Background: an optimization exercise with open tools, aiming at small area, a short achievable clock period and few clock cycles per item. Do not read the settings as production practice. At most, simulation tests tie the RTL to the original design; equivalence was not proved. Function not checked in runs 6 and 7: the RTL went through the layout flow alone. No activity file was given, so power comes from the tool's default toggle rates.

`design/flow/flow/run.sh`:
```
#!/bin/bash
# Layout flow: the standard ORFS flow, unchanged except that the port
# buffers that global placement inserts are buf_1 cells (later resized by
# timing repair as needed) instead of the default delay-type buffer.
set -e
cp standard.sh standard.sh.txt
export BUFFER_PORTS_ARGS="-buffer_cell sky130_fd_sc_hd__buf_1"
bash standard.sh > standard.log 2>&1
```
`design/flow/standard.sh`:
```
#!/bin/bash
# synth_recipe.tcl (not shown) runs the flow's synth.tcl, then flattens the netlist and writes it again
# the make line also repeats each setting of config.mk as NAME=value (left out here)
make -C /OpenROAD-flow-scripts/flow DESIGN_CONFIG=/design/flow/config.mk WORK_HOME=/design/flow/orfs CLKGATE_MAP_FILE= SYNTH_SCRIPT=/design/flow/synth_recipe.tcl "${@:-finish}"
```
`design/flow/config.mk`:
```
export PLATFORM = sky130hd
export DESIGN_NAME = sdram_pixel_reader
export DESIGN_NICKNAME = sdram_pixel_reader
export VERILOG_FILES = /design/flow/design.v
export SDC_FILE = /design/flow/constraint.sdc
export NUM_CORES = 4
export LEC_CHECK = 0
export CAP_MARGIN = 20
export CORE_MARGIN = 2
export CORE_UTILIZATION = 40
export SETUP_SLACK_MARGIN = 4.2
export SLEW_MARGIN = 20
```
`design/flow/constraint.sdc`:
```
create_clock -name core_clock -period 6.5 [get_ports {clk_clk}]
set_input_delay 1.3000 -clock core_clock [delete_from_list [all_inputs] [get_ports {clk_clk}]]
set_output_delay 1.3000 -clock core_clock [all_outputs]
set_load 0.01 [all_outputs]
```
`design/flow/design.v`:
```
package sdram_pixel_reader_pkg;
  localparam int DEF_BURST_LEN = 8;
  localparam int DEF_FIFO_DEPTH = 16;
endpackage
module pixel_rx_fifo #(
  parameter DATA_W = 32,
  parameter DEPTH  = 24
) (
  input  logic              clk_clk,
  input  logic              reset_reset_n,
  input  logic              push_i,
  input  logic [DATA_W-1:0] wdata_i,
  input  logic              pop_i,
  output logic [DATA_W-1:0] rdata_o,
  output logic              valid_o,
  output logic              valid_d_o
);
  localparam M     = DEPTH - 1;
  localparam CNT_W = $clog2(M + 1);
  logic [DATA_W-1:0] mem_q [M];
  logic [M-1:0]      wr_oh_q, rd_oh_q;
  logic [CNT_W-1:0]  cnt_q;
  logic [DATA_W-1:0] head_q;
  logic              hv_q;
  logic              take, stored, from_mem, bypass, wr_adv;
  logic [DATA_W-1:0] mem_rd;
  always_comb begin
    mem_rd = '0;
    for (int i = 0; i < M; i++)
      mem_rd = mem_rd | (mem_q[i] & {DATA_W{rd_oh_q[i]}});
  end
  assign stored   = (cnt_q != '0);
  assign take     = !hv_q || pop_i;
  assign from_mem = take && stored;
  assign bypass   = take && !stored;
  assign wr_adv   = push_i && !bypass;
  assign valid_d_o = !take || stored || push_i;
  always_ff @(posedge clk_clk) begin
    for (int i = 0; i < M; i++)
      if (push_i && wr_oh_q[i]) mem_q[i] <= wdata_i;
    if (from_mem)                head_q <= mem_rd;
    else if (bypass && push_i)   head_q <= wdata_i;
  end
  always_ff @(posedge clk_clk or negedge reset_reset_n) begin
    if (!reset_reset_n) begin
      wr_oh_q <= M'(1);
      rd_oh_q <= M'(1);
      cnt_q   <= '0;
      hv_q    <= 1'b0;
    end else begin
      if (wr_adv)   wr_oh_q <= {wr_oh_q[M-2:0], wr_oh_q[M-1]};
      if (from_mem) rd_oh_q <= {rd_oh_q[M-2:0], rd_oh_q[M-1]};
      if (wr_adv && !from_mem)      cnt_q <= cnt_q + 1'b1;
      else if (!wr_adv && from_mem) cnt_q <= cnt_q - 1'b1;
      hv_q <= valid_d_o;
    end
  end
  assign rdata_o = head_q;
  assign valid_o = hv_q;
endmodule
module sdram_pixel_reader #(
  parameter DEPTH = sdram_pixel_reader_pkg::DEF_FIFO_DEPTH
) (
  input  logic        clk_clk,
  input  logic        reset_reset_n,
  input  logic        start,
  input  logic [31:0] base_addr,
  input  logic [23:0] length_words,
  output logic        busy,
  output logic        done,
  output logic [31:0] avm_address,
  output logic        avm_read,
  output logic [3:0]  avm_burstcount,
  input  logic        avm_waitrequest,
  input  logic [31:0] avm_readdata,
  input  logic        avm_readdatavalid,
  output logic [31:0] src_data,
  output logic        src_valid,
  input  logic        src_ready,
  output logic        src_endofpacket
);
  localparam UW = $clog2(DEPTH + 9);
  logic        busy_q, done_q, read_q, pend_q;
  logic        idle_q;
  logic [26:0] blk_q;           
  logic [4:0]  off_q;           
  logic [20:0] nb_q;            
  logic [2:0]  part_q;          
  logic [2:0]  ge_q;
  logic [UW-1:0] room_q;        
  logic [3:0]  burst_q;
  logic [UW-1:0] used_q, sum_q;
  logic        eop_q;
  logic        accept, pop, len_nz, pend_after;
  logic [3:0]  burst_after, burst_ld;
  logic        ok_now, ok_after;
  logic        fifo_valid, fifo_valid_d;
  logic        last_d;
  logic [UW-1:0] sum_acc;
  assign accept = read_q && !avm_waitrequest;
  assign pop    = fifo_valid && src_ready;
  assign len_nz = (length_words != '0);
  assign burst_after = ge_q[1] ? 4'd8 : {1'b0, part_q};
  assign pend_after  = ge_q[1] || (ge_q[0] && (part_q != '0));
  assign burst_ld    = (length_words[23:3] != '0) ? 4'd8 : {1'b0, length_words[2:0]};
  assign ok_now   = pop ? (sum_q <= UW'(DEPTH + 1)) : (sum_q <= UW'(DEPTH));
  assign ok_after = ge_q[1] ? (pop ? (sum_q <= UW'(DEPTH - 7)) : (sum_q <= UW'(DEPTH - 8)))
                            : (pop ? (sum_q <= room_q + UW'(1)) : (sum_q <= room_q));
  assign last_d = accept ? (!pend_after && (pop ? (sum_q == UW'(2)) : (sum_q == UW'(1))))
                         : (!pend_q     && (pop ? (used_q == UW'(2)) : (used_q == UW'(1))));
  assign sum_acc = sum_q + UW'(burst_after);
  pixel_rx_fifo #(
    .DATA_W (32),
    .DEPTH  (DEPTH)
  ) u_fifo (
    .clk_clk       (clk_clk),
    .reset_reset_n (reset_reset_n),
    .push_i        (avm_readdatavalid),
    .wdata_i       (avm_readdata),
    .pop_i         (pop),
    .rdata_o       (src_data),
    .valid_o       (fifo_valid),
    .valid_d_o     (fifo_valid_d)
  );
  always_ff @(posedge clk_clk) begin
    if (idle_q) begin
      blk_q   <= base_addr[31:5];
      off_q   <= base_addr[4:0];
      nb_q    <= length_words[23:3];
      part_q  <= length_words[2:0];
      ge_q[0] <= (length_words[23:3] != '0);
      ge_q[1] <= (length_words[23:4] != '0);
      ge_q[2] <= (length_words[23:5] != '0) || (length_words[4] && length_words[3]);
      room_q  <= UW'(DEPTH) - UW'(length_words[2:0]);
      burst_q <= burst_ld;
    end else if (accept) begin
      blk_q   <= blk_q + 27'd1;
      if (ge_q[0]) nb_q   <= nb_q - 21'd1;
      else         part_q <= '0;
      ge_q    <= {(nb_q[20:2] != '0), ge_q[2:1]};
      burst_q <= burst_after;
    end
  end
  always_ff @(posedge clk_clk or negedge reset_reset_n) begin
    if (!reset_reset_n) begin
      busy_q <= 1'b0;
      idle_q <= 1'b1;
      done_q <= 1'b0;
      read_q <= 1'b0;
      pend_q <= 1'b0;
      used_q <= '0;
      sum_q  <= '0;
      eop_q  <= 1'b0;
    end else begin
      if (idle_q) begin
        busy_q <= start && len_nz;
        idle_q <= !(start && len_nz);
        done_q <= start && !len_nz;
        read_q <= start && len_nz;
        pend_q <= 1'b1;
        used_q <= '0;
        sum_q  <= UW'(burst_ld);
        eop_q  <= 1'b0;
      end else begin
        busy_q <= !(pop && eop_q);
        idle_q <= pop && eop_q;
        done_q <= pop && eop_q;
        if (accept) begin
          read_q <= pend_after && ok_after;
          pend_q <= pend_after;
          used_q <= pop ? sum_q - UW'(1) : sum_q;
          sum_q  <= pop ? sum_acc - UW'(1) : sum_acc;
        end else begin
          if (!read_q) read_q <= pend_q && ok_now;
          used_q <= pop ? used_q - UW'(1) : used_q;
          sum_q  <= pop ? sum_q - UW'(1) : sum_q;
        end
        eop_q  <= fifo_valid_d && last_d;
      end
    end
  end
  assign busy            = busy_q;
  assign done            = done_q;
  assign avm_address     = {blk_q, off_q};
  assign avm_read        = read_q;
  assign avm_burstcount  = burst_q;
  assign src_valid       = fifo_valid;
  assign src_endofpacket = eop_q;
endmodule
```
==> key figures, run 1 <==
Run status
  • Status: timing/DRC/antenna clean

Placement
  • Post-DP HPWL: 33.6 mm
  • Placement Setup Slack: 2.99 ns
  • GP Congestion: 0.804
  • PortBufs: 166
  • Placed Area: 26300 sq um

Setup path
  • R2R Path Start: ge_q[1]
  • Critical path fanouts, max: 1
  • Worst setup EP type: primary output
  • R2r endpoint: sum_q[1]
  • Crit path buf inv count: 1
  • Startpoint types: register
  • Family with the most delay on the worst path: flip-flops
  • Reg2reg setup slack: 4.21 ns
  • CP cell instances: buf_6
  • R2R depth: 7
  • Worst path required time: 5.20 ns
  • Crit path largest cell delay: 0.45 ns
  • Critical path arrival: 1.21 ns
  • Crit-path slowest cell: edfxtp_1
  • Critical path type: register to primary output

Cells and area
  • Area Overhead vs Synth: 18.0%
  • Post-route cell area: 29300 sq um
  • FILL cells: 5307
  • Final #Nets: 1932
  • ANT cells: 0
  • Share of layout cells above drive strength 1: 18.8%

Yosys
  • Number of flops mapped to enable cells by yosys: 579
  • Mapped Area: 24800 sq um
  • Seq/Total Area, Yosys: 75.2%
  • Synthesized area per cell: 15.6 sq um
  • Synth top area share: 70.1%
  • Asr flop ratio synth: 8.10%
  • Cells after synthesis: 1590
  • Post-synth top cells: 579 x edfxtp_1, 128 x a22oi_1, 108 x nand2_1
  • Synth Area in Compound Gates: 10.4%
  • Largest family of logic cells by synthesized area: compound AO/OA/AOI/OAI gates
  • Top-count cell post-synth: edfxtp_1
  • YS warnings: 3
  • Post-synthesis adder-cell area fraction: 1.57%
  • Synth cell types: 55
  • Synth Register Bits: 630
  • Top cells by area, synth: edfxtp_1 70%, dfrtp_1 4.8%, a22oi_1 3.9%
  • Simple-gate share of the synthesized area: 6.80%
  • Largest area contributor in the netlist: edfxtp_1
  • XOR/XNOR share of the synthesized area: 2.28%
  • Post-Syn Nets: 1714
  • Multiplexer area fraction after synthesis: 1.76%
  • Ys flop type: edfxtp_1

Clock tree
  • CTS root buffer: clkbuf_16
  • Clk buf depth: 3
  • Clock transition at the registers of the reported paths: 0.06 ns
  • H-Tree Depth: 3
  • Num CTS Buffers: 67
  • CTS tree: built
  • Worst-Skew Late Latency: 0.61 ns
  • Post-CTS Hold Fix Bufs: 0
  • # clock sinks: 630

Timing
  • RSZ-0062 raised after global routing: true
  • Fin crit period: 2.51 ns
  • Final slew viol count: 0
  • Max Clk Rate: 398 MHz
  • Hold Vio Cnt, Final: 0
  • Max-slew headroom: 31.0%
  • Final WS setup: 3.99 ns
  • Setup TNS: 0 ns
  • Fin Clk Skew: 0.0239 ns
  • # setup viols final: 0
  • Worst Max-Slew Pin Slew: 1.04 ns
  • Period utilisation layout: 38.7%

Die
  • Initial Util: 40.4%
  • Die width: 253 um
  • Core ar.: 61500 sq um
  • Die H: 253 um
  • I/O pin cnt: 167
  • Total Die Area: 64000 sq um
  • Cell Rows: 91

Pwr
  • Sw Share: 25.9%
  • Combinational power share: 14.5%
  • Internal power: 7520 uW
  • Leak: 0.00981 uW
  • PD cells: 347 nW/um^2
  • Worst VDD drop: 0.237 mV
  • Reg power frac: 49.1%
  • Clock power frac: 36.4%
  • Psw: 2630 uW

Routing
  • DR WL/cell: 24.1 um
  • Antenna viol nets, final: 0
  • Pre-Repair DR Iteration Count: 7
  • Residual DRC: 0
  • Via count: 15022
  • Drt total wl: 63.9 mm
  • Vias per std cell: 5.67
  • Drt initial violations: 1392

GRT
  • Vias in the first global route: 15030
  • Global Route Usage Sum: 19.8%
  • Maximum number of pins on one net before global-route repair: 65
  • Total grt overflow: 0
  • Initial antenna violation count: 3
  • First-pass GRT wire length: 94.2 mm

Hold path
  • Worst hold start: u_fifo.cnt_q[3]
  • Hold crit path type: register to register
  • Hold depth: 1
  • Hold Path End: u_fifo.cnt_q[3]

Job
  • Max Cap Violations: 0
power groups by stage:
stage	clock network, uW	logic (uW)	registers, uW
2_1_floorplan	0	787	5080
6_report	3690	1470	4990
3_5_place_dp	0	1140	5130
5_1_grt	3910	1630	5020
3_3_place_gp	0	1110	5120
4_1_cts	3750	1400	4990
stage by stage:
step	utilization (%)	hold slack (ns)	total power [uW]	std cells
floorplan	-	0.431	5860	1590
global placement	42.8	0.457	6230	2467
detailed placement	42.8	0.453	6270	2467
CTS	47.0	0.474	10100	2629
global route	47.6	0.502	10600	2650
finish	47.6	0.481	10100	2650
sequential cells by signal, indices dropped and copies added, names as in the netlist, 4 cells and up:
name	flops
u_fifo.rd_oh_q	15
room_q	5
blk_q	27
off_q	5
sum_q	5
u_fifo.head_q	32
u_fifo.wr_oh_q	15
u_fifo.cnt_q	4
u_fifo.mem_q	480
used_q	5
nb_q	21
final cells by class:
| cell class | instances | area, sq um | share of cell area [%] |
|---|---|---|---|
| multi-input cells | 835 | 5940 | 20.3 |
| flip-flops and latches | 630 | 18700 | 63.8 |
| inverters | 30 | 116 | 0.397 |
| clock inverters | 30 | 323 | 1.10 |
| well taps | 790 | 988 | 3.38 |
| repair buffers | 244 | 1430 | 4.90 |
| clock buffers | 91 | 1790 | 6.10 |
worst max-delay path by stage:
| stage | startpoint | to | slack, ns | depth (start not counted) |
|---|---|---|---|---|
| 2_1_floorplan | length_words[14] | ge_q[0] | 3.79 | 4 |
| 3_3_place_gp | src_ready | u_fifo.rd_oh_q[4] | 3.04 | 4 |
| 3_5_place_dp | src_ready | u_fifo.rd_oh_q[13] | 2.99 | 4 |
| 4_1_cts | u_fifo.head_q[13] | src_data[13] | 3.96 | 1 |
| 5_1_grt | blk_q[23] | avm_address[28] | 3.94 | 1 |
| 6_report | u_fifo.head_q[13] | src_data[13] | 3.99 | 1 |
cell families after synthesis:
kind of cell | count (synthesis)
AOI/OAI and AO/OA | 353
DFF | 630
buffers and inverters | 127
muxes | 37
xor gates and xnor gates | 63
adders and majority gates | 30
and+or+nand+nor | 350
placed cells by master, fill, tap and decap left out, types with 16 or more instances in the layout:
| cell type | n |
|---|---|
| buf_1 | 90 |
| clkbuf_16 | 67 |
| a22o_1 | 32 |
| edfxtp_1 | 579 |
| o21ai_0 | 79 |
| dfrtp_1 | 42 |
| clkbuf_1 | 22 |
| nand2_1 | 103 |
| xnor2_1 | 45 |
| ha_1 | 24 |
| buf_4 | 75 |
| buf_6 | 16 |
| a221oi_1 | 32 |
| and2_4 | 17 |
| buf_2 | 16 |
| nor2_1 | 64 |
| nand3_1 | 83 |
| inv_1 | 28 |
| a22oi_1 | 128 |
| a222oi_1 | 32 |
| mux2_2 | 33 |
| clkbuf_2 | 45 |
per-layer routing:
metal | wire, um | GRT usage [%] | part of all wire (%) | vias to the layer above
li1 | - | - | - | 6717
met1 | 27300 | 26.8 | 43 | 7714
met2 | 31300 | 32.5 | 49 | 494
met3 | 4110 | 4.20 | 6.4 | 91
met4 | 1160 | 4.97 | 1.8 | 6
met5 | 44 | 0 | 0.069 | -
timing repair:
action | in CTS | in global routing
pin swaps | 5 | 11
endpoints found under the setup margin | 374 | 110
gates cloned | 2 | 0
gates resized for setup | 61 | 79
setup buffers | 39 | 21
Testbench counts, summed over its fixed seeds: cycles 382,109, items 220,665.
==> run 2: changes to the inputs <==
==> design/flow/flow/run.sh (replaced) <==
#!/bin/bash
# Layout flow: the standard ORFS flow, with two changes:
#  - the port buffers that global placement inserts are buf_1 cells (timing
#    repair resizes them as needed) instead of the default delay-type buffer;
#  - clock tree synthesis clusters up to 30 sinks within 100 um per leaf
#    buffer, which needs fewer clock buffers.
set -e
cp standard.sh standard.sh.txt
export BUFFER_PORTS_ARGS="-buffer_cell sky130_fd_sc_hd__buf_1"
export CTS_ARGS="-sink_clustering_enable -sink_clustering_size 30 -sink_clustering_max_diameter 100 -repair_clock_nets"
bash standard.sh > standard.log 2>&1
==> key figures, run 2 <==
Run status
  • Status: timing/DRC/antenna clean

Die
  • Die width: 253 um (unchanged)
  • Die H: 253 um (unchanged)
  • Core ar.: 61500 sq um (unchanged)
  • Cell Rows: 91 (unchanged)
  • Total Die Area: 64000 sq um (unchanged)
  • I/O pin cnt: 167 (unchanged)
  • Initial Util: 40.4% (unchanged)

Yosys
  • Seq/Total Area, Yosys: 75.2% (unchanged)
  • Synthesized area per cell: 15.6 sq um (unchanged)
  • Ys flop type: edfxtp_1
  • YS warnings: 3 (unchanged)
  • Cells after synthesis: 1590 (unchanged)
  • Mapped Area: 24800 sq um (unchanged)
  • Top cells by area, synth: edfxtp_1 70%, dfrtp_1 4.8%, a22oi_1 3.9%
  • Largest area contributor in the netlist: edfxtp_1
  • Synth top area share: 70.1% (unchanged)
  • Synth cell types: 55 (unchanged)
  • Number of flops mapped to enable cells by yosys: 579 (unchanged)
  • Post-Syn Nets: 1714 (unchanged)
  • Asr flop ratio synth: 8.10% (unchanged)
  • Post-synth top cells: 579 x edfxtp_1, 128 x a22oi_1, 108 x nand2_1
  • Top-count cell post-synth: edfxtp_1
  • Synth Register Bits: 630 (unchanged)

Routing
  • Pre-Repair DR Iteration Count: 8 (+1)
  • Via count: 14620 (-2.7%)
  • Antenna viol nets, final: 0 (unchanged)
  • Residual DRC: 0 (unchanged)
  • DR WL/cell: 24.4 um (+1.3%)
  • Vias per std cell: 5.72 (+0.94%)
  • Drt initial violations: 1394 (+0.14%)
  • Drt total wl: 62.4 mm (-2.3%)

Pwr
  • Sw Share: 26.9% (+0.99 points)
  • Psw: 2270 uW (-14%)
  • Worst VDD drop: 0.203 mV (-14%)
  • PD cells: 303 nW/um^2 (-13%)
  • Reg power frac: 58.9% (+9.8 points)
  • Leak: 0.00912 uW (-7.1%)
  • Internal power: 6170 uW (-18%)
  • Clock power frac: 23.9% (-13 points)
  • Combinational power share: 17.2% (+2.7 points)

Setup path
  • Worst setup EP type: primary output
  • Family with the most delay on the worst path: flip-flops
  • Critical path fanouts, max: 1 (unchanged)
  • CP cell instances: buf_6
  • Critical path type: register to primary output
  • Worst path required time: 5.20 ns (about the same)
  • Crit-path slowest cell: edfxtp_1
  • Crit path largest cell delay: 0.47 ns (+0.02 ns)
  • Crit path buf inv count: 1 (unchanged)
  • Critical path arrival: 1.24 ns (+0.03 ns)
  • Startpoint types: register

GRT
  • Vias in the first global route: 14547 (-3.2%)
  • First-pass GRT wire length: 92.2 mm (-2.2%)
  • Global Route Usage Sum: 19.2% (-0.62 points)
  • Total grt overflow: 0 (unchanged)
  • Initial antenna violation count: 3 (unchanged)
  • Maximum number of pins on one net before global-route repair: 65 (unchanged)

Timing
  • Fin crit period: 2.54 ns (+0.0284 ns)
  • Hold Vio Cnt, Final: 0 (unchanged)
  • # setup viols final: 0 (unchanged)
  • Setup TNS: 0 ns (unchanged)
  • Max Clk Rate: 393 MHz (-1.1%)
  • Max-slew headroom: 32.6% (+1.6 points)
  • Period utilisation layout: 39.1% (+0.44 points)
  • Final slew viol count: 0 (unchanged)
  • Worst Max-Slew Pin Slew: 1.01 ns (-0.0240 ns)
  • Final WS setup: 3.96 ns (-0.0284 ns)
  • RSZ-0062 raised after global routing: true
  • Fin Clk Skew: 0.0444 ns (+0.0206 ns)

Job
  • Max Cap Violations: 0 (unchanged)

Cells and area
  • Largest Register: u_fifo.mem_q
  • Most frequent cells in the layout: 579 x edfxtp_1, 128 x a22oi_1, 103 x nand2_1
  • Biggest regs: u_fifo.mem_q (480), u_fifo.head_q (32), blk_q (27)
  • Max FFs per register: 480 (unchanged)
  • Final #Nets: 1879 (-2.7%)
  • Most common cell after layout, fill and taps aside: edfxtp_1
  • Share of layout cells above drive strength 1: 16.1% (-2.7 points)
  • ANT cells: 0 (unchanged)
  • Area Overhead vs Synth: 12.2%

Clock tree
  • Worst-Skew Late Latency: 0.62 ns (about the same)
  • Num CTS Buffers: 26 (-61%)
  • # clock sinks: 630 (unchanged)
  • CTS root buffer: clkbuf_16
  • Clk buf depth: 3 (unchanged)
  • Clock transition at the registers of the reported paths: 0.12 ns (+0.06 ns)
  • CTS tree: built
  • H-Tree Depth: 1 (-2)

Placement
  • PortBufs: 166 (unchanged)
  • Post-DP HPWL: 33.6 mm (unchanged)
  • GP Congestion: 0.804 (unchanged)
  • Placement Setup Slack: 2.99 ns (unchanged)

Hold path
  • Hold crit path type: register to register
[run 2: cell types whose count changed in the layout (fill, tap and decap cells not counted), sizes merged]
cell,before,now
buf,199,186
bufinv,4,0
clkbuf,136,77
clkinv,23,5
clkinvlp,1,0
[run 2: cell type report]
class	count	area, sq um
Fill cell	5405	33600
Sequential cell	630	18700
Multi-Input combinational cell	835	5950
Timing Repair Buffer	232	1340
Tap cell	790	988
Clock buffer	31	691
Inverter	30	113
Clock inverter	7	85.1
[run 2: timing repair]
| action | 4_1_cts | 5_1_grt |
|---|---|---|
| pin swaps | 3 | 11 |
| setup endpoints to repair | 373 | 111 |
| gates cloned | 2 | 0 |
| resized for setup | 59 | 81 |
| hold buffers | 0 | 0 |
| setup buffers | 40 | 8 |
[run 2: logic make-up after synthesis]
logic type | count (synthesis) | share of synthesized area, %
flip-flops | 630 | 75.2
buffers and inverters | 127 | 2.00
AO/OA/AOI/OAI | 353 | 10.4
XOR/XNOR | 63 | 2.28
AND/OR/NAND/NOR | 350 | 6.80
adder cells (fa/ha/maj) | 30 | 1.57
multiplexers | 37 | 1.76
[run 2: power by group through the flow]
stage | clock network [uW] | registers, uW | logic [uW]
2_1_floorplan | 0 | 5080 | 787
3_3_place_gp | 0 | 5120 | 1110
3_5_place_dp | 0 | 5130 | 1140
4_1_cts | 2060 | 4980 | 1390
5_1_grt | 2180 | 5010 | 1620
6_report | 2020 | 4970 | 1450
[run 2: per-layer routing]
metal / wire length (um) / GRT usage [%] / vias up
li1: - / - / 6550
met1: 26700 / 26.4 / 7572
met2: 30600 / 32.4 / 435
met3: 4110 / 3.14 / 57
met4: 969 / 3.31 / 6
met5: 44 / 0 / -
[run 2: final timing paths]
check | from | endpoint | slack [ns] | cells after the start
hold / removal | u_fifo.cnt_q[3] | u_fifo.cnt_q[3] | 0.49 | 1
setup / recovery | u_fifo.head_q[13] | src_data[13] | 3.96 | 1
max in group asynchronous | reset_reset_n | u_fifo.rd_oh_q[8] | 5.09 | 2
setup reg to reg | ge_q[1] | sum_q[1] | 4.19 | 7
hold reg to reg | u_fifo.cnt_q[3] | u_fifo.cnt_q[3] | 0.49 | 1
min in group asynchronous | reset_reset_n | u_fifo.wr_oh_q[1] | 0.83 | 2
[run 2: metrics by stage]
step                hold WS [ns]  cells  total power, uW  area, sq um  util, %
CTS                        0.484   2547             8430        27600     44.9
global placement           0.457   2467             6230        26300     42.8
finish                     0.491   2555             8440        27800     45.3
detailed placement         0.453   2467             6270        26300     42.8
floorplan                  0.431   1590             5860        25000        -
global route               0.513   2555             8800        27800     45.3
==> run 3: changes to the inputs <==
--- a/design/flow/config.mk
+++ b/design/flow/config.mk
@@ -8,5 +8,5 @@
 export CAP_MARGIN = 20
 export CORE_MARGIN = 2
 export CORE_UTILIZATION = 40
-export SETUP_SLACK_MARGIN = 4.2
+export SETUP_SLACK_MARGIN = 4.0
 export SLEW_MARGIN = 20
==> key figures, run 3 <==
Hold path
  • Worst hold start: u_fifo.cnt_q[3]
  • Hold Path End: u_fifo.cnt_q[3]
  • Hold depth: 1 (unchanged)
  • Hold crit path type: register to register

Yosys
  • Mapped Area: 24800 sq um (unchanged)
  • Synthesized area per cell: 15.6 sq um (unchanged)
  • Simple-gate share of the synthesized area: 6.80% (unchanged)
  • Synth cell types: 55 (unchanged)
  • Top-count cell post-synth: edfxtp_1
  • Number of flops mapped to enable cells by yosys: 579 (unchanged)
  • Multiplexer area fraction after synthesis: 1.76% (unchanged)
  • Post-synthesis adder-cell area fraction: 1.57% (unchanged)
  • Synth Register Bits: 630 (unchanged)
  • Seq/Total Area, Yosys: 75.2% (unchanged)
  • Post-synth top cells: 579 x edfxtp_1, 128 x a22oi_1, 108 x nand2_1
  • YS warnings: 3 (unchanged)
  • Post-Syn Nets: 1714 (unchanged)
  • Asr flop ratio synth: 8.10% (unchanged)
  • Largest family of logic cells by synthesized area: compound AO/OA/AOI/OAI gates
  • Cells after synthesis: 1590 (unchanged)
  • Synth Area in Compound Gates: 10.4% (unchanged)
  • XOR/XNOR share of the synthesized area: 2.28% (unchanged)
  • Synth top area share: 70.1% (unchanged)
  • Ys flop type: edfxtp_1
  • Top cells by area, synth: edfxtp_1 70%, dfrtp_1 4.8%, a22oi_1 3.9%
  • Largest area contributor in the netlist: edfxtp_1

Routing
  • Vias per std cell: 5.72 (about the same)
  • Via count: 14647 (+0.18%)
  • Antenna viol nets, final: 0 (unchanged)
  • Drt total wl: 62.2 mm (-0.28%)
  • Residual DRC: 0 (unchanged)
  • Drt initial violations: 1484 (+6.5%)
  • Pre-Repair DR Iteration Count: 5 (-3)
  • DR WL/cell: 24.3 um (-0.48%)

Clock tree
  • # clock sinks: 630 (unchanged)
  • H-Tree Depth: 1 (unchanged)
  • CTS root buffer: clkbuf_16
  • Clk buf depth: 3 (unchanged)
  • Post-CTS Hold Fix Bufs: 0 (unchanged)
  • Num CTS Buffers: 26 (unchanged)
  • CTS tree: built
  • Worst-Skew Late Latency: 0.62 ns (about the same)
  • Clock transition at the registers of the reported paths: 0.11 ns (about the same)

Timing
  • Final slew viol count: 0 (unchanged)
  • Fin Clk Skew: 0.0489 ns (+0.00448 ns)
  • Final WS setup: 3.98 ns (+0.0264 ns)
  • Fin crit period: 2.52 ns (-0.0264 ns)
  • Max Clk Rate: 397 MHz (+1.0%)
  • Max-slew headroom: 26.8% (-5.8 points)
  • Worst Max-Slew Pin Slew: 1.10 ns (+0.0869 ns)
  • Period utilisation layout: 38.7% (-0.41 points)
  • Hold_ws: 0.483 ns (-0.00841 ns)
  • Hold Vio Cnt, Final: 0 (unchanged)
  • # setup viols final: 0 (unchanged)
  • RSZ-0062 raised after global routing: true
  • Setup TNS: 0 ns (unchanged)

Pwr
  • Clock power frac: 24.2% (+0.3 points)
  • Sw Share: 26.9% (-0.063 points)
  • Leak: 0.00896 uW (-1.8%)
  • PD cells: 305 nW/um^2 (+0.52%)
  • Combinational power share: 16.7% (-0.5 points)
  • Reg power frac: 59.1% (+0.2 points)
  • Psw: 2260 uW (-0.49%)
  • Internal power: 6160 uW (-0.17%)
  • Worst VDD drop: 0.230 mV (+13%)

Cells and area
  • Max FFs per register: 480 (unchanged)
  • FILL cells: 5444 (+0.72%)
  • Final Util: 44.9% (-0.35 points)
  • FF/Latch Area: 18700 sq um (about the same)
  • Biggest regs: u_fifo.mem_q (480), u_fifo.head_q (32), blk_q (27)
  • Largest Register: u_fifo.mem_q
  • ANT cells: 0 (unchanged)
  • Most frequent cells in the layout: 579 x edfxtp_1, 134 x buf_1, 128 x a22oi_1
  • Area of the multi-input gates: 5800 sq um (-2.5%)
  • Most common cell after layout, fill and taps aside: edfxtp_1
  • Share of layout cells above drive strength 1: 12.0% (-4.1 points)
  • Final std cells w/o fill: 2560 (+0.20%)
  • Final #Nets: 1874 (-0.27%)
  • Area Overhead vs Synth: 11.4%

Setup path
  • Worst path required time: 5.20 ns (about the same)
  • R2r endpoint: sum_q[3]
  • Critical path type: register to primary output
  • Critical path fanouts, max: 3 (+2)
  • CP cell instances: buf_2
  • Reg2reg setup slack: 4.08 ns (-0.11 ns)
  • Crit-path slowest cell: dfrtp_1
  • Crit path largest cell delay: 0.46 ns (about the same)
  • Family with the most delay on the worst path: flip-flops
  • R2R depth: 9 (+2)
  • Startpoint types: register
  • Worst setup EP type: primary output
  • R2R Path Start: ge_q[1]
  • Crit path buf inv count: 1 (unchanged)
  • Critical path arrival: 1.22 ns (-0.02 ns)

GRT
  • Maximum number of pins on one net before global-route repair: 65 (unchanged)
  • Total grt overflow: 0 (unchanged)
  • Initial antenna violation count: 3 (unchanged)
  • Vias in the first global route: 14621 (+0.51%)
  • First-pass GRT wire length: 91.6 mm (-0.64%)
  • Global Route Usage Sum: 19.0% (-0.16 points)

Die
  • Core ar.: 61500 sq um (unchanged)
  • Cell Rows: 91 (unchanged)
  • Die width: 253 um (unchanged)
  • Initial Util: 40.4% (unchanged)
  • Total Die Area: 64000 sq um (unchanged)
  • I/O pin cnt: 167 (unchanged)
  • Die H: 253 um (unchanged)

Placement
  • Placement Setup Slack: 2.95 ns (-0.0381 ns)
  • PortBufs: 166 (unchanged)
  • GP Congestion: 0.774 (-3.6%)
  • Placed Cells: 2467 (unchanged)
  • Post-DP HPWL: 33.8 mm (+0.64%)

Run status
  • Status: timing/DRC/antenna clean

Job
  • Max Cap Violations: 0 (unchanged)
==> run 3: cell counts after synthesis <==
Identical to the previous run, type by type.
==> run 3: cells by family (layout without fill, tap and decap cells) <==
| group | after synthesis | in the layout |
|---|---|---|
| flip-flops | 630 | 630 |
| AO/OA/AOI/OAI | 353 | 353 |
| AND/OR/NAND/NOR | 350 | 350 |
| buffers and inverters | 127 | 307 |
| XOR/XNOR | 63 | 63 |
| multiplexers | 37 | 37 |
| adder cells (fa/ha/maj) | 30 | 30 |
==> run 3: layout make-up <==
cell class                      count  share of cell area [%]
Tap cell                          790                    3.58
Multi-Input combinational cell    833                    21.0
Sequential cell                   630                    67.6
Inverter                           30                   0.408
Clock inverter                      7                   0.335
Clock buffer                       41                    2.56
Timing Repair Buffer              229                    4.57
==> run 3: power by group through the flow <==
stage	clock network, uW	logic, uW	registers, uW
after floorplan	0	761	5080
after global placement	0	1090	5120
after detailed placement	0	1120	5130
after CTS	2080	1350	4970
after global routing	2200	1560	5010
final	2040	1410	4970
==> run 3: how the worst max path moves through the flow <==
stage                      startpoint                  end  slack (ns)  depth (start not counted)
global placement    avm_readdatavalid  u_fifo.mem_q[7][15]        2.95                          2
CTS                         blk_q[11]      avm_address[16]        3.96                          1
detailed placement  avm_readdatavalid  u_fifo.mem_q[0][14]        2.95                          2
floorplan            length_words[14]              ge_q[0]        3.79                          4
global route                blk_q[11]      avm_address[16]        3.94                          1
finish                          eop_q      src_endofpacket        3.98                          1
==> run 3: routing by layer <==
layer | routed length, um | track usage, % | part of all wire (%) | up-vias
met1 | 26000 | 26.0 | 42 | 7482
met2 | 31100 | 32.9 | 50 | 546
met3 | 4070 | 2.31 | 6.5 | 61
met4 | 999 | 3.30 | 1.6 | 4
li1 | - | - | - | 6554
met5 | 27 | 0 | 0.043 | -
==> run 3: what timing repair did <==
action	in CTS	in global routing
buffers inserted	30	13
gates resized for setup	33	37
endpoints found under the setup margin	612	57
cloned	2	0
pin swaps	1	3
==> run 3: stage by stage <==
| stage | area (sq um) | total power (uW) |
|---|---|---|
| final | 27600 | 8420 |
| after global placement | 26300 | 6200 |
| after global routing | 27600 | 8770 |
| after detailed placement | 26300 | 6250 |
| after floorplan | 24900 | 5840 |
| after CTS | 27500 | 8400 |
==> run 4: changes to the inputs <==
==> design/flow/flow/run.sh (replaced) <==
#!/bin/bash
# Layout flow: the standard ORFS flow, with two changes:
#  - the port buffers that global placement inserts are buf_1 cells (timing
#    repair resizes them as needed) instead of the default delay-type buffer;
#  - clock tree synthesis clusters up to 25 sinks within 90 um per leaf
#    buffer, which needs fewer clock buffers.
set -e
cp standard.sh standard.sh.txt
export BUFFER_PORTS_ARGS="-buffer_cell sky130_fd_sc_hd__buf_1"
export CTS_ARGS="-sink_clustering_enable -sink_clustering_size 25 -sink_clustering_max_diameter 90 -repair_clock_nets"
bash standard.sh > standard.log 2>&1
--- a/design/flow/config.mk
+++ b/design/flow/config.mk
@@ -8,5 +8,5 @@
 export CAP_MARGIN = 20
 export CORE_MARGIN = 2
 export CORE_UTILIZATION = 40
-export SETUP_SLACK_MARGIN = 4.0
+export SETUP_SLACK_MARGIN = 4.2
 export SLEW_MARGIN = 20
==> key figures, run 4 <==
Hold path
  • Worst hold start: u_fifo.cnt_q[3]
  • Hold crit path type: register to register
  • Hold depth: 1 (unchanged)
  • Hold Path End: u_fifo.cnt_q[3]

Pwr
  • Worst VDD drop: 0.242 mV (+5.0%)
  • Combinational power share: 17.0% (+0.3 points)
  • Psw: 2290 uW (+1.3%)
  • Leak: 0.00916 uW (+2.3%)
  • Clock power frac: 24.8% (+0.6 points)
  • Reg power frac: 58.2% (-0.9 points)
  • Internal power: 6260 uW (+1.6%)
  • Sw Share: 26.8% (-0.064 points)
  • PD cells: 306 nW/um^2 (+0.47%)

Setup path
  • Family with the most delay on the worst path: flip-flops
  • Startpoint types: register
  • Crit-path slowest cell: edfxtp_1
  • Critical path type: register to primary output
  • Reg2reg setup slack: 4.19 ns (+0.11 ns)
  • Critical path fanouts, max: 1 (-2)
  • Worst path required time: 5.20 ns (about the same)
  • Critical path arrival: 1.26 ns (+0.04 ns)
  • R2r endpoint: sum_q[3]
  • R2R depth: 9 (unchanged)
  • R2R Path Start: ge_q[1]
  • Worst Setup SP: u_fifo.head_q[13]
  • Crit path buf inv count: 1 (unchanged)
  • Worst setup EP type: primary output
  • CP cell instances: buf_6
  • Crit path largest cell delay: 0.47 ns (about the same)

Yosys
  • Cells after synthesis: 1590 (unchanged)
  • Ys flop type: edfxtp_1
  • Synth top area share: 70.1% (unchanged)
  • Largest family of logic cells by synthesized area: compound AO/OA/AOI/OAI gates
  • Simple-gate share of the synthesized area: 6.80% (unchanged)
  • Number of flops mapped to enable cells by yosys: 579 (unchanged)
  • Synth Area in Compound Gates: 10.4% (unchanged)
  • Post-synth top cells: 579 x edfxtp_1, 128 x a22oi_1, 108 x nand2_1
  • YS warnings: 3 (unchanged)
  • Largest area contributor in the netlist: edfxtp_1
  • Mapped Area: 24800 sq um (unchanged)
  • Asr flop ratio synth: 8.10% (unchanged)
  • Top-count cell post-synth: edfxtp_1
  • Multiplexer area fraction after synthesis: 1.76% (unchanged)
  • Seq/Total Area, Yosys: 75.2% (unchanged)
  • XOR/XNOR share of the synthesized area: 2.28% (unchanged)
  • Post-Syn Nets: 1714 (unchanged)
  • Synth Register Bits: 630 (unchanged)
  • Synthesized area per cell: 15.6 sq um (unchanged)
  • Synth cell types: 55 (unchanged)
  • Top cells by area, synth: edfxtp_1 70%, dfrtp_1 4.8%, a22oi_1 3.9%
  • Post-synthesis adder-cell area fraction: 1.57% (unchanged)

GRT
  • Global Route Usage Sum: 19.2% (+0.21 points)
  • Vias in the first global route: 14647 (+0.18%)
  • Total grt overflow: 0 (unchanged)
  • Met1 global-route usage: 26.4% (+0.41 points)
  • M2 GR Usage: 32.4% (-0.49 points)
  • Initial antenna violation count: 3 (unchanged)
  • First-pass GRT wire length: 92.5 mm (+1.0%)
  • GRT Max-Usage Layer: met2
  • Met3 usage: 3.33% (+1.0 points)
  • Maximum number of pins on one net before global-route repair: 65 (unchanged)

Clock tree
  • Worst-Skew Late Latency: 0.64 ns (+0.02 ns)
  • CTS tree: built
  • Clock transition at the registers of the reported paths: 0.10 ns (about the same)
  • # clock sinks: 630 (unchanged)
  • CTS root buffer: clkbuf_16
  • Clk buf depth: 3 (unchanged)
  • Num CTS Buffers: 30 (+15%)
  • H-Tree Depth: 1 (unchanged)

Cells and area
  • Biggest regs: u_fifo.mem_q (480), u_fifo.head_q (32), blk_q (27)
  • Share of layout cells above drive strength 1: 16.3% (+4.3 points)
  • Most common cell after layout, fill and taps aside: edfxtp_1
  • Max FFs per register: 480 (unchanged)
  • Final std cells w/o fill: 2561 (+0.039%)
  • Area Overhead vs Synth: 12.6%
  • Final #Nets: 1884 (+0.53%)
  • Largest Register: u_fifo.mem_q
  • Final Util: 45.4% (+0.48 points)
  • Most frequent cells in the layout: 579 x edfxtp_1, 128 x a22oi_1, 103 x nand2_1
  • ANT cells: 0 (unchanged)

Placement
  • GP Congestion: 0.804 (+3.8%)
  • Post-DP HPWL: 33.6 mm (-0.64%)
  • PortBufs: 166 (unchanged)
  • Placed Cells: 2467 (unchanged)

Routing
  • Vias per std cell: 5.73 (about the same)
  • Residual DRC: 0 (unchanged)
  • DR WL/cell: 24.4 um (+0.22%)
  • Antenna viol nets, final: 0 (unchanged)
  • Drt total wl: 62.4 mm (+0.26%)
  • Pre-Repair DR Iteration Count: 8 (+3)
  • Drt initial violations: 1362 (-8.2%)
  • Via count: 14664 (+0.12%)

Die
  • Die H: 253 um (unchanged)
  • Core ar.: 61500 sq um (unchanged)
  • Cell Rows: 91 (unchanged)
  • Die width: 253 um (unchanged)
  • Total Die Area: 64000 sq um (unchanged)
  • Initial Util: 40.4% (unchanged)
  • I/O pin cnt: 167 (unchanged)

Timing
  • Fin crit period: 2.56 ns (+0.0428 ns)
  • Hold_ws: 0.489 ns (+0.00573 ns)
  • RSZ-0062 raised after global routing: true
  • Hold Vio Cnt, Final: 0 (unchanged)
  • Period utilisation layout: 39.4% (+0.66 points)
  • # setup viols final: 0 (unchanged)
  • Max-slew headroom: 32.4% (+5.6 points)
  • Final slew viol count: 0 (unchanged)
  • Max Clk Rate: 391 MHz (-1.7%)
  • Setup TNS: 0 ns (unchanged)
  • Worst Max-Slew Pin Slew: 1.01 ns (-0.0838 ns)
  • Fin Clk Skew: 0.0430 ns (-0.00595 ns)

Job
  • Max Cap Violations: 0 (unchanged)

Run status
  • Status: timing/DRC/antenna clean
==> run 4: changes by cell type in the layout (fill, tap and decap cells not counted), moves of 8 or more <==
cell and delta:
buf_1 -44, buf_2 +13, buf_6 +8, clkbuf_1 -9
clkbuf_2 +24
==> run 4: worst reg2reg max path, stage by stage, from the launching register on <==
cell,delay [ns]
edfxtp_1,0.44
nor2b_1,0.15
ha_2,0.20
inv_2,0.04
fa_2,0.56
buf_4,0.11
and4_1,0.20
xnor3_1,0.22
mux2i_1,0.15
a21oi_1,0.08
==> run 4: cell type report <==
| class | count | area [sq um] |
|---|---|---|
| Clock inverter | 6 | 81.3 |
| Clock buffer | 37 | 787 |
| Fill cell | 5401 | 33600 |
| Inverter | 30 | 113 |
| Multi-Input combinational cell | 835 | 5940 |
| Timing Repair Buffer | 233 | 1340 |
| Sequential cell | 630 | 18700 |
| Tap cell | 790 | 988 |
==> run 4: per-stage QoR <==
stage	total power (uW)	worst slack (ns)	instance area (sq um)
2_1_floorplan	5860	3.79	25000
3_3_place_gp	6230	3.04	26300
3_5_place_dp	6270	2.99	26300
4_1_cts	8540	3.91	27700
5_1_grt	8920	3.91	27900
6_report	8550	3.94	27900
==> run 4: power groups by stage <==
stage                     Combinational, uW  Sequential (uW)  Clock [uW]
after floorplan                         787             5080           0
after global placement                 1110             5120           0
after detailed placement               1140             5130           0
final                                  1450             4980        2120
after global routing                   1620             5010        2300
after CTS                              1400             4980        2160
==> run 4: routing by layer <==
metal  up-vias  routed length, um  part of all wire, %
met4         6                920                  1.5
li1       6564                  -                    -
met3        67               4200                  6.7
met1      7551              26600                   43
met2       476              30600                   49
met5         -                 44                0.071
==> run 4: cell families (layout without fill, tap and decap cells) <==
family                     after synthesis  after routing
adders and majority gates               30             30
buffers and inverters                  127            306
muxes                                   37             37
and+or+nand+nor                        350            350
DFF                                    630            630
xor gates and xnor gates                63             63
AOI/OAI and AO/OA                      353            355
==> run 4: worst max path at each step <==
stage	to	cells after the start
after CTS	src_data[13]	1
after detailed placement	u_fifo.rd_oh_q[13]	4
after global placement	u_fifo.rd_oh_q[4]	4
final	src_data[13]	1
after floorplan	ge_q[0]	4
after global routing	src_data[13]	1
==> run 4: timing repair <==
| action | 4_1_cts | 5_1_grt |
|---|---|---|
| resized for setup | 61 | 73 |
| setup buffers | 41 | 8 |
| hold endpoints to repair | 0 | 0 |
| endpoints found under the setup margin | 339 | 96 |
| pin swaps | 7 | 9 |
| cloned | 2 | 0 |
| hold buffers | 0 | 0 |
==> run 5: changes to the inputs <==
--- a/design/flow/config.mk
+++ b/design/flow/config.mk
@@ -7,6 +7,6 @@
 export LEC_CHECK = 0
 export CAP_MARGIN = 20
 export CORE_MARGIN = 2
-export CORE_UTILIZATION = 40
-export SETUP_SLACK_MARGIN = 4.2
+export CORE_UTILIZATION = 60
+export SETUP_SLACK_MARGIN = 4.0
 export SLEW_MARGIN = 20
==> key figures, run 5 <==
Cells and area
  • Share of layout cells above drive strength 1: 12.2% (-4.0 points)
  • Area Overhead vs Synth: 10.4%
  • Biggest regs: u_fifo.mem_q (480), u_fifo.head_q (32), blk_q (27)
  • Most common cell after layout, fill and taps aside: edfxtp_1
  • Most frequent cells in the layout: 579 x edfxtp_1, 133 x buf_1, 128 x a22oi_1
  • Post-route cell area: 27400 sq um (-1.9%)
  • Largest Register: u_fifo.mem_q
  • Final #Nets: 1874 (-0.53%)
  • Max FFs per register: 480 (unchanged)
  • Final Util: 67.1% (+22 points)

Routing
  • Met1 Wirelength: 24.3 mm (-8.7%)
  • Drt initial violations: 1587 (+17%)
  • Met2 wire len: 28.8 mm (-6.2%)
  • Vias per std cell: 6.40 (+12%)
  • Via count: 14757 (+0.63%)
  • Pre-Repair DR Iteration Count: 5 (-3)
  • Routed length on met3: 4.83 mm (+15%)
  • Residual DRC: 0 (unchanged)
  • DR WL/cell: 25.5 um (+4.7%)
  • Top sig layer: met5
  • Antenna viol nets, final: 0 (unchanged)
  • Drt total wl: 58.9 mm (-5.7%)

GRT
  • First-pass GRT wire length: 89.3 mm (-3.4%)
  • Initial antenna violation count: 2 (-1)
  • Total grt overflow: 0 (unchanged)
  • Maximum number of pins on one net before global-route repair: 65 (unchanged)
  • Vias in the first global route: 14607 (-0.27%)
  • Global Route Usage Sum: 27.2% (+8.0 points)

Hold path
  • Hold depth: 1 (unchanged)
  • Hold Path End: u_fifo.cnt_q[3]
  • Hold crit path type: register to register
  • Worst hold start: u_fifo.cnt_q[3]

Timing
  • Hold_ws: 0.490 ns (+0.00160 ns)
  • Max Clk Rate: 392 MHz (+0.33%)
  • Final WS setup: 3.95 ns (+0.00854 ns)
  • Hold Vio Cnt, Final: 0 (unchanged)
  • Worst Max-Slew Pin Slew: 1.07 ns (+0.0541 ns)
  • Fin Clk Skew: 0.0259 ns (-0.0171 ns)
  • Setup TNS: 0 ns (unchanged)
  • Fin crit period: 2.55 ns (-0.00854 ns)
  • RSZ-0062 raised after global routing: true
  • Period utilisation layout: 39.2% (-0.13 points)
  • Max-slew headroom: 28.8% (-3.6 points)
  • Final slew viol count: 0 (unchanged)
  • # setup viols final: 0 (unchanged)

Yosys
  • Synthesized area per cell: 15.6 sq um (unchanged)
  • Top cells by area, synth: edfxtp_1 70%, dfrtp_1 4.8%, a22oi_1 3.9%
  • YS warnings: 3 (unchanged)
  • Synth top area share: 70.1% (unchanged)
  • Largest area contributor in the netlist: edfxtp_1
  • Seq/Total Area, Yosys: 75.2% (unchanged)
  • Synth Register Bits: 630 (unchanged)
  • Post-Syn Nets: 1714 (unchanged)
  • Synth cell types: 55 (unchanged)
  • Cells after synthesis: 1590 (unchanged)
  • Mapped Area: 24800 sq um (unchanged)
  • Post-synth top cells: 579 x edfxtp_1, 128 x a22oi_1, 108 x nand2_1
  • Top-count cell post-synth: edfxtp_1
  • Number of flops mapped to enable cells by yosys: 579 (unchanged)
  • Ys flop type: edfxtp_1
  • Asr flop ratio synth: 8.10% (unchanged)

Pwr
  • Worst VDD drop: 0.325 mV (+34%)
  • Leak: 0.00897 uW (-2.1%)
  • PD cells: 312 nW/um^2 (+2.0%)

Setup path
  • Critical path type: register to primary output
  • WP depth: 1 (unchanged)
  • Worst path required time: 5.20 ns (about the same)
  • Reg2reg setup slack: 4.12 ns (-0.07 ns)
  • Startpoint types: register
  • Critical path fanouts, max: 2 (+1)
  • R2r endpoint: u_fifo.head_q[25]
  • Critical path arrival: 1.25 ns (about the same)
  • R2R Path Start: u_fifo.rd_oh_q[6]
  • Family with the most delay on the worst path: flip-flops
  • Crit path largest cell delay: 0.47 ns (about the same)
  • R2R depth: 6 (-3)
  • Worst setup EP type: primary output
  • CP cell instances: buf_6
  • Crit-path slowest cell: edfxtp_1
  • Crit path buf inv count: 1 (unchanged)

Clock tree
  • Clock transition at the registers of the reported paths: 0.10 ns (about the same)
  • CTS tree: built
  • Num CTS Buffers: 30 (unchanged)
  • Worst-Skew Late Latency: 0.62 ns (-0.02 ns)
  • Clk buf depth: 3 (unchanged)
  • CTS root buffer: clkbuf_16
  • H-Tree Depth: 1 (unchanged)
  • # clock sinks: 630 (unchanged)
  • Post-CTS Hold Fix Bufs: 0 (unchanged)

Placement
  • GP Congestion: 0.785 (-2.3%)
  • Placement Setup Slack: 2.88 ns (-0.113 ns)
  • PortBufs: 166 (unchanged)
  • Post-DP HPWL: 31.9 mm (-4.8%)
  • Placed Area: 25900 sq um (-1.5%)

Die
  • Die H: 207 um (-18%)
  • Die width: 207 um (-18%)
  • Initial Util: 60.8% (+20 points)
  • Total Die Area: 43000 sq um (-33%)
  • Cell Rows: 74 (-19%)
  • Core ar.: 40800 sq um (-34%)
  • I/O pin cnt: 167 (unchanged)

Run status
  • Status: timing/DRC/antenna clean

Job
  • Max Cap Violations: 0 (unchanged)
## run 5: cell counts after synthesis
No cell type changed its count.
## run 5: cell type report
class                      instances  area, sq um
antenna                            1         2.50
multi-input combinational        834         5790
timing repair buffer             224         1220
sequential                       630        18700
tap                              532          666
clock buffer                      51          851
inverter                          30          113
fill                            2861        13400
clock inverter                     5         80.1
## run 5: worst max-delay path by stage
| stage | start | to | slack [ns] |
|---|---|---|---|
| 3_5_place_dp | src_ready | u_fifo.cnt_q[1] | 2.88 |
| 4_1_cts | u_fifo.cnt_q[0] | u_fifo.cnt_q[1] | 3.84 |
| 5_1_grt | blk_q[20] | avm_address[25] | 3.92 |
| 3_3_place_gp | avm_readdatavalid | u_fifo.mem_q[9][6] | 2.92 |
| 6_report | blk_q[20] | avm_address[25] | 3.95 |
| 2_1_floorplan | length_words[14] | ge_q[0] | 3.79 |
## run 5: power breakdown
| group | total (uW) | internal (uW) | switching, uW |
|---|---|---|---|
| combinational | 1380 | 609 | 773 |
| sequential | 4990 | 4760 | 227 |
| clock | 2190 | 954 | 1240 |
| total | 8560 | 6320 | 2240 |
## run 5: logic make-up (layout without fill, tap and decap cells)
group	count (synthesis)	after routing	share of synthesized area, %
compound gates	353	354	10.4
other cells	0	1	0
fa+ha+maj	30	30	1.57
flops	630	630	75.2
buf+inv	127	310	2.00
simple gates	350	350	6.80
xor+xnor	63	63	2.28
mux	37	37	1.76
## run 5: through the flow
stage	power, uW	std cells
final	8560	2307
after detailed placement	6240	2206
after floorplan	5840	1590
after CTS	8530	2292
after global routing	8920	2306
after global placement	6200	2206
## run 5: routing by layer
| metal | vias to the layer above | global-route usage (%) |
|---|---|---|
| met5 | - | 0 |
| met4 | 2 | 5.12 |
| met3 | 71 | 3.45 |
| met2 | 633 | 45.2 |
| met1 | 7503 | 39.4 |
| li1 | 6548 | - |
## run 5: what timing repair did
action / in CTS / in global routing
resized for setup: 49 / 24
gates cloned: 0 / 1
setup buffers: 30 / 13
pin swaps: 1 / 1
setup endpoints to repair: 627 / 48
hold endpoints to repair: 0 / 0
==> run 6: changes to the inputs <==
--- a/design/flow/design.v
+++ b/design/flow/design.v
@@ -4,7 +4,7 @@
 endpackage
 module pixel_rx_fifo #(
   parameter DATA_W = 32,
-  parameter DEPTH  = 24
+  parameter DEPTH  = 16
 ) (
   input  logic              clk_clk,
   input  logic              reset_reset_n,
@@ -19,7 +19,8 @@
   localparam CNT_W = $clog2(M + 1);
   logic [DATA_W-1:0] mem_q [M];
   logic [M-1:0]      wr_oh_q, rd_oh_q;
-  logic [CNT_W-1:0]  cnt_q;
+  logic [CNT_W-1:0]  cnt_q, cnt_d;
+  logic              full_q;
   logic [DATA_W-1:0] head_q;
   logic              hv_q;
   logic              take, stored, from_mem, bypass, wr_adv;
@@ -29,30 +30,36 @@
     for (int i = 0; i < M; i++)
       mem_rd = mem_rd | (mem_q[i] & {DATA_W{rd_oh_q[i]}});
   end
-  assign stored   = (cnt_q != '0);
-  assign take     = !hv_q || pop_i;
-  assign from_mem = take && stored;
-  assign bypass   = take && !stored;
-  assign wr_adv   = push_i && !bypass;
+  assign stored    = (cnt_q != '0);
+  assign take      = !hv_q || pop_i;
+  assign from_mem  = take && stored;
+  assign bypass    = take && !stored;
+  assign wr_adv    = push_i && !bypass;
   assign valid_d_o = !take || stored || push_i;
+  always_comb begin
+    cnt_d = cnt_q;
+    if (wr_adv && !from_mem)      cnt_d = cnt_q + 1'b1;
+    else if (!wr_adv && from_mem) cnt_d = cnt_q - 1'b1;
+  end
   always_ff @(posedge clk_clk) begin
     for (int i = 0; i < M; i++)
-      if (push_i && wr_oh_q[i]) mem_q[i] <= wdata_i;
-    if (from_mem)                head_q <= mem_rd;
-    else if (bypass && push_i)   head_q <= wdata_i;
+      if (wr_oh_q[i] && !full_q) mem_q[i] <= wdata_i;
+    if (from_mem)    head_q <= mem_rd;
+    else if (bypass) head_q <= wdata_i;
   end
   always_ff @(posedge clk_clk or negedge reset_reset_n) begin
     if (!reset_reset_n) begin
       wr_oh_q <= M'(1);
       rd_oh_q <= M'(1);
       cnt_q   <= '0;
+      full_q  <= 1'b0;
       hv_q    <= 1'b0;
     end else begin
       if (wr_adv)   wr_oh_q <= {wr_oh_q[M-2:0], wr_oh_q[M-1]};
       if (from_mem) rd_oh_q <= {rd_oh_q[M-2:0], rd_oh_q[M-1]};
-      if (wr_adv && !from_mem)      cnt_q <= cnt_q + 1'b1;
-      else if (!wr_adv && from_mem) cnt_q <= cnt_q - 1'b1;
-      hv_q <= valid_d_o;
+      cnt_q  <= cnt_d;
+      full_q <= (cnt_d == CNT_W'(M));
+      hv_q   <= valid_d_o;
     end
   end
   assign rdata_o = head_q;
==> design/flow/run.sh (new file) <==
#!/bin/bash
# synth_recipe.tcl (not shown) runs the flow's synth.tcl, then flattens the netlist and writes it again
# the make line also repeats each setting of config.mk as NAME=value (left out here)
make -C /OpenROAD-flow-scripts/flow DESIGN_CONFIG=/design/flow/config.mk WORK_HOME=/design/flow/orfs CLKGATE_MAP_FILE= SYNTH_SCRIPT=/design/flow/synth_recipe.tcl finish
--- a/design/flow/config.mk
+++ b/design/flow/config.mk
@@ -7,6 +7,6 @@
 export LEC_CHECK = 0
 export CAP_MARGIN = 20
 export CORE_MARGIN = 2
-export CORE_UTILIZATION = 60
-export SETUP_SLACK_MARGIN = 4.0
+export CORE_UTILIZATION = 40
+export SETUP_SLACK_MARGIN = 4.2
 export SLEW_MARGIN = 20
removed: design/flow/flow/run.sh
removed: design/flow/standard.sh
==> key figures, run 6 <==
Run status
  • Status: timing/DRC/antenna clean

Pwr
  • Pwr Total: 9920 uW (+16%)
  • PD cells: 328 nW/um^2 (+4.9%)
  • Worst VDD drop: 0.211 mV (-35%)
  • Leak: 0.0101 uW (+12%)

Yosys
  • Ys flop type: edfxtp_1
  • Post-synth top cells: 579 x edfxtp_1, 120 x nand2_1, 68 x clkbuf_1
  • Synth top area share: 69.5% (-0.61 points)
  • Largest area contributor in the netlist: edfxtp_1
  • Number of flops mapped to enable cells by yosys: 579 (unchanged)
  • Post-Syn Nets: 1680 (-2.0%)
  • Asr flop ratio synth: 8.24% (+0.15 points)
  • Synth Register Bits: 631 (+0.16%)
  • Seq/Total Area, Yosys: 74.7% (-0.55 points)
  • Top cells by area, synth: edfxtp_1 69%, dfrtp_1 4.9%, a221oi_1 2.3%
  • Synth cell types: 74 (+35%)
  • Mapped Area: 25000 sq um (+0.88%)
  • YS warnings: 3 (unchanged)
  • Cells after synthesis: 1557 (-2.1%)
  • Synthesized area per cell: 16.1 sq um (+3.0%)
  • Top-count cell post-synth: edfxtp_1

Routing
  • Residual DRC: 0 (unchanged)
  • Via count: 15439 (+4.6%)
  • Antenna viol nets, final: 0 (unchanged)
  • DR WL/cell: 25.4 um (-0.36%)
  • Drt total wl: 68.3 mm (+16%)
  • Drt initial violations: 1530 (-3.6%)
  • Pre-Repair DR Iteration Count: 6 (+1)
  • Vias per std cell: 5.75 (-10%)

Timing
  • Final slew viol count: 0 (unchanged)
  • Hold_ws: 0.510 ns (+0.0194 ns)
  • Worst Max-Slew Pin Slew: 1.08 ns (+0.0118 ns)
  • Final WS setup: 3.98 ns (+0.0276 ns)
  • Max Clk Rate: 396 MHz (+1.1%)
  • Hold Vio Cnt, Final: 0 (unchanged)
  • Setup TNS: 0 ns (unchanged)
  • # setup viols final: 0 (unchanged)
  • RSZ-0062 raised after global routing: true
  • Max-slew headroom: 28.0% (-0.78 points)
  • Fin Clk Skew: 0.0353 ns (+0.00939 ns)
  • Period utilisation layout: 38.8% (-0.42 points)
  • Fin crit period: 2.52 ns (-0.0276 ns)

GRT
  • Maximum number of pins on one net before global-route repair: 79 (+22%)
  • Total grt overflow: 0 (unchanged)
  • Vias in the first global route: 15255 (+4.4%)
  • Initial antenna violation count: 2 (unchanged)
  • Global Route Usage Sum: 21.1% (-6.1 points)
  • First-pass GRT wire length: 99.5 mm (+11%)

Clock tree
  • Worst-Skew Late Latency: 0.61 ns (about the same)
  • # clock sinks: 631 (+0.16%)
  • H-Tree Depth: 3 (+2)
  • Num CTS Buffers: 67 (+120%)
  • Clk buf depth: 3 (unchanged)
  • CTS root buffer: clkbuf_16
  • CTS tree: built
  • Clock transition at the registers of the reported paths: 0.06 ns (-0.04 ns)

Die
  • Initial Util: 40.5% (-20 points)
  • Cell Rows: 91 (+23%)
  • Core ar.: 61800 sq um (+51%)
  • I/O pin cnt: 167 (unchanged)
  • Total Die Area: 64600 sq um (+50%)
  • Die width: 254 um (+23%)
  • Die H: 254 um (+23%)

Hold path
  • Hold crit path type: register to register

Cells and area
  • Most common cell after layout, fill and taps aside: edfxtp_1
  • Max FFs per register: 480 (unchanged)
  • Area Overhead vs Synth: 20.9%
  • Biggest regs: u_fifo.mem_q (480), u_fifo.head_q (32), blk_q (27)
  • Most frequent cells in the layout: 579 x edfxtp_1, 117 x nand2_1, 90 x buf_4
  • Final #Nets: 1924 (+2.7%)
  • Final std cells w/o fill: 2687 (+16%)
  • Largest Register: u_fifo.mem_q
  • Share of layout cells above drive strength 1: 19.1% (+6.9 points)

Placement
  • Placement Setup Slack: 2.44 ns (-0.433 ns)
  • GP Congestion: 0.794 (+1.2%)
  • Post-DP HPWL: 34.6 mm (+8.4%)
  • PortBufs: 166 (unchanged)
  • Placed Cells: 2501 (+13%)

Setup path
  • Critical path fanouts, max: 1 (-1)
  • Worst setup EP type: primary output
  • Startpoint types: register
  • Critical path type: register to primary output
  • Crit-path slowest cell: edfxtp_1
  • CP cell instances: buf_6
  • Crit path largest cell delay: 0.45 ns (-0.02 ns)
  • Family with the most delay on the worst path: flip-flops
  • Crit path buf inv count: 1 (unchanged)
  • Critical path arrival: 1.22 ns (-0.03 ns)
  • Worst path required time: 5.20 ns (about the same)

Job
  • Max Cap Violations: 0 (unchanged)
[run 6: repair_timing]
item	CTS	global route
endpoints found under the hold margin	0	0
endpoints found under the setup margin	249	134
setup buffers	49	14
pin swaps	10	10
hold buffers	0	0
resized for setup	340	37
gates cloned	4	1
[run 6: worst paths after layout]
| check | startpoint | end | slack, ns | cells past startpoint |
|---|---|---|---|---|
| hold / removal | u_fifo.wr_oh_q[6] | u_fifo.wr_oh_q[6] | 0.51 | 1 |
| min in group asynchronous | reset_reset_n | u_fifo.rd_oh_q[13] | 0.84 | 2 |
| max in group asynchronous | reset_reset_n | u_fifo.hv_q | 5.12 | 2 |
| setup reg to reg | ge_q[1] | sum_q[4] | 4.14 | 9 |
| hold reg to reg | u_fifo.wr_oh_q[6] | u_fifo.wr_oh_q[6] | 0.51 | 1 |
| setup / recovery | u_fifo.head_q[6] | src_data[6] | 3.98 | 1 |
[run 6: cell families after synthesis]
group	after synthesis	synth area share [%]
adders and majority gates	29	1.48
xor gates and xnor gates	60	2.15
muxes	23	1.10
and+or+nand+nor	334	7.21
buffers and inverters	121	2.00
DFF	631	74.7
AOI/OAI and AO/OA	359	11.4
[run 6: power breakdown]
group | internal (uW) | total (uW) | switching [uW] | leakage (uW)
clock network | 1970 | 3520 | 1540 | 0.000959
logic | 668 | 1490 | 820 | 0.00320
registers | 4710 | 4910 | 198 | 0.00593
total | 7360 | 9920 | 2560 | 0.0101
[run 6: area by class of cell]
cell class	instances	area (sq um)
Fill cell	5290	31600
Multi-Input combinational cell	806	6170
Clock inverter	27	201
Antenna cell	2	5.00
Timing Repair inverter	1	8.76
Inverter	27	114
Sequential cell	631	18700
Clock buffer	89	1780
Tap cell	837	1050
Timing Repair Buffer	267	2240
[run 6: routing by layer]
layer	global-route usage [%]	share of wire (%)	routed length [um]	up-vias
met3	4.20	8.7	5970	105
met5	0	0.016	11	-
met2	34.6	48	32600	723
li1	-	-	-	6735
met4	5.71	2.2	1480	2
met1	28.8	41	28200	7874
[run 6: metrics by stage]
| stage | instance area (sq um) | utilization (%) |
|---|---|---|
| after floorplan | 25200 | - |
| after global placement | 27800 | 45.0 |
| after detailed placement | 27800 | 45.0 |
| after CTS | 30000 | 48.6 |
| after global routing | 30300 | 48.9 |
| final | 30300 | 48.9 |
==> run 7: changes to the inputs <==
--- a/design/flow/config.mk
+++ b/design/flow/config.mk
@@ -8,5 +8,7 @@
 export CAP_MARGIN = 20
 export CORE_MARGIN = 2
 export CORE_UTILIZATION = 40
+export CTS_CLUSTER_DIAMETER = 60
+export CTS_CLUSTER_SIZE = 24
 export SETUP_SLACK_MARGIN = 4.2
 export SLEW_MARGIN = 20
==> key figures, run 7 <==
Timing
  • # setup viols final: 0 (unchanged)
  • Max-slew headroom: 30.8% (+2.8 points)
  • Hold_ws: 0.516 ns (+0.00665 ns)
  • Setup TNS: 0 ns (unchanged)
  • Worst Max-Slew Pin Slew: 1.04 ns (-0.0421 ns)
  • Hold Vio Cnt, Final: 0 (unchanged)
  • RSZ-0062 raised after global routing: true
  • Max Clk Rate: 392 MHz (-1.0%)
  • Final slew viol count: 0 (unchanged)
  • Fin crit period: 2.55 ns (+0.0257 ns)

Setup path
  • Crit path largest cell delay: 0.47 ns (+0.02 ns)
  • Worst Setup SP: u_fifo.head_q[6]
  • Startpoint types: register
  • CP cell instances: buf_6
  • R2R Path Start: ge_q[1]
  • Crit path buf inv count: 1 (unchanged)
  • Critical path arrival: 1.25 ns (+0.03 ns)
  • Family with the most delay on the worst path: flip-flops
  • Critical path type: register to primary output

Placement
  • Placed Area: 27800 sq um (unchanged)
  • Post-DP HPWL: 34.6 mm (unchanged)
  • Placed Cells: 2501 (unchanged)
  • PortBufs: 166 (unchanged)

Cells and area
  • Max FFs per register: 480 (unchanged)
  • Area Overhead vs Synth: 18.4%
  • Final #Nets: 1897 (-1.4%)
  • Most frequent cells in the layout: 579 x edfxtp_1, 117 x nand2_1, 90 x buf_4
  • Most common cell after layout, fill and taps aside: edfxtp_1
  • Post-route cell area: 29600 sq um (-2.0%)
  • Largest Register: u_fifo.mem_q
  • Share of layout cells above drive strength 1: 18.6% (-0.51 points)
  • Final std cells w/o fill: 2644 (-1.6%)

Yosys
  • Synth Register Bits: 631 (unchanged)
  • Simple-gate share of the synthesized area: 7.21% (unchanged)
  • Multiplexer area fraction after synthesis: 1.10% (unchanged)
  • Seq/Total Area, Yosys: 74.7% (unchanged)
  • Synthesized area per cell: 16.1 sq um (unchanged)
  • Top-count cell post-synth: edfxtp_1
  • Top cells by area, synth: edfxtp_1 69%, dfrtp_1 4.9%, a221oi_1 2.3%
  • Post-synthesis adder-cell area fraction: 1.48% (unchanged)
  • Synth top area share: 69.5% (unchanged)
  • Ys flop type: edfxtp_1
  • Largest family of logic cells by synthesized area: compound AO/OA/AOI/OAI gates
  • YS warnings: 3 (unchanged)
  • Synth cell types: 74 (unchanged)
  • Asr flop ratio synth: 8.24% (unchanged)

Clock tree
  • Post-CTS Hold Fix Bufs: 0 (unchanged)
  • CTS tree: built
  • Worst-Skew Late Latency: 0.62 ns (about the same)
  • Clock transition at the registers of the reported paths: 0.09 ns (+0.03 ns)
  • Clk buf depth: 3 (unchanged)
  • CTS root buffer: clkbuf_16
  • # clock sinks: 631 (unchanged)
  • Num CTS Buffers: 43 (-36%)

Routing
  • Drt initial violations: 1486 (-2.9%)
  • Residual DRC: 0 (unchanged)
  • DR WL/cell: 25.4 um (about the same)
  • Vias per std cell: 5.75 (+0.13%)
  • Drt total wl: 67.3 mm (-1.5%)
  • Antenna viol nets, final: 0 (unchanged)
  • Via count: 15212 (-1.5%)

GRT
  • Total grt overflow: 0 (unchanged)
  • First-pass GRT wire length: 98.0 mm (-1.5%)
  • Initial antenna violation count: 2 (unchanged)
  • Vias in the first global route: 15004 (-1.6%)

Run status
  • Status: timing/DRC/antenna clean

Die
  • Cell Rows: 91 (unchanged)
  • I/O pin cnt: 167 (unchanged)
  • Die H: 254 um (unchanged)
  • Total Die Area: 64600 sq um (unchanged)
  • Die width: 254 um (unchanged)
run 7: cell types whose count changed in the layout (fill, tap and decap cells not counted), sizes merged:
cell	before	now
bufinv	1	0
diode	2	0
dlygate4sd2	8	9
inv	30	41
buf	174	171
clkdlybuf4s15	2	3
clkinv	23	13
clkbuf	93	53
run 7: power by group:
part / leakage [uW] / switching, uW / total (uW) / internal (uW)
combinational: 0.00316 / 810 / 1450 / 643
sequential: 0.00593 / 198 / 4910 / 4710
clock: 0.000700 / 1480 / 2820 / 1340
run 7: final timing paths:
kind                                       to  slack (ns)  depth (start not counted)
hold reg to reg             u_fifo.wr_oh_q[6]        0.52                          1
min in group asynchronous  u_fifo.rd_oh_q[13]        0.83                          2
setup / recovery                  src_data[6]        3.95                          1
hold / removal              u_fifo.wr_oh_q[6]        0.52                          1
max in group asynchronous         u_fifo.hv_q        5.09                          2
setup reg to reg                     sum_q[4]        4.12                          9
run 7: worst reg2reg max path: cells and delay by family (launching register included):
kind	cells	cell delay [ns]
and+or+nand+nor	2	0.27
AOI/OAI and AO/OA	1	0.14
adders and majority gates	3	0.94
DFF	1	0.46
muxes	1	0.31
xor gates and xnor gates	1	0.14
buffers and inverters	1	0.04
run 7: area by class of cell:
cell class,instances,area (sq um),area share [%]
tap,837,1050,3.53
clock inverter,27,287,0.967
sequential,631,18700,63.1
inverter,27,114,0.384
clock buffer,51,1150,3.87
timing repair inverter,1,8.76,0.0295
timing repair buffer,264,2170,7.33
multi-input combinational,806,6160,20.8
run 7: repair_timing:
action / in CTS / in global routing
endpoints found under the setup margin: 248 / 110
gates cloned: 3 / 0
gates resized for setup: 338 / 33
buffers inserted: 49 / 13
pin swaps: 11 / 11
run 7: cells by family (layout without fill, tap and decap cells):
| group | Yosys count | in the layout |
|---|---|---|
| compound gates | 359 | 360 |
| xor+xnor | 60 | 60 |
| mux | 23 | 23 |
| buf+inv | 121 | 370 |
| fa+ha+maj | 29 | 29 |
| simple gates | 334 | 334 |
| flops | 631 | 631 |
run 7: through the flow:
| step | util (%) | worst slack [ns] |
|---|---|---|
| after floorplan | - | 3.82 |
| after global placement | 45.0 | 2.54 |
| after detailed placement | 45.0 | 2.44 |
| after CTS | 47.6 | 3.90 |
| after global routing | 47.9 | 3.91 |
| final | 47.9 | 3.95 |
run 7: routing by layer:
layer / vias to the layer above / track usage [%] / part of all wire, %
met2: 677 / 34.4 / 48
met3: 92 / 3.77 / 8.5
met1: 7779 / 28.0 / 41
met4: 4 / 5.31 / 2.2
li1: 6660 / - / -
met5: - / 0 / 0.037
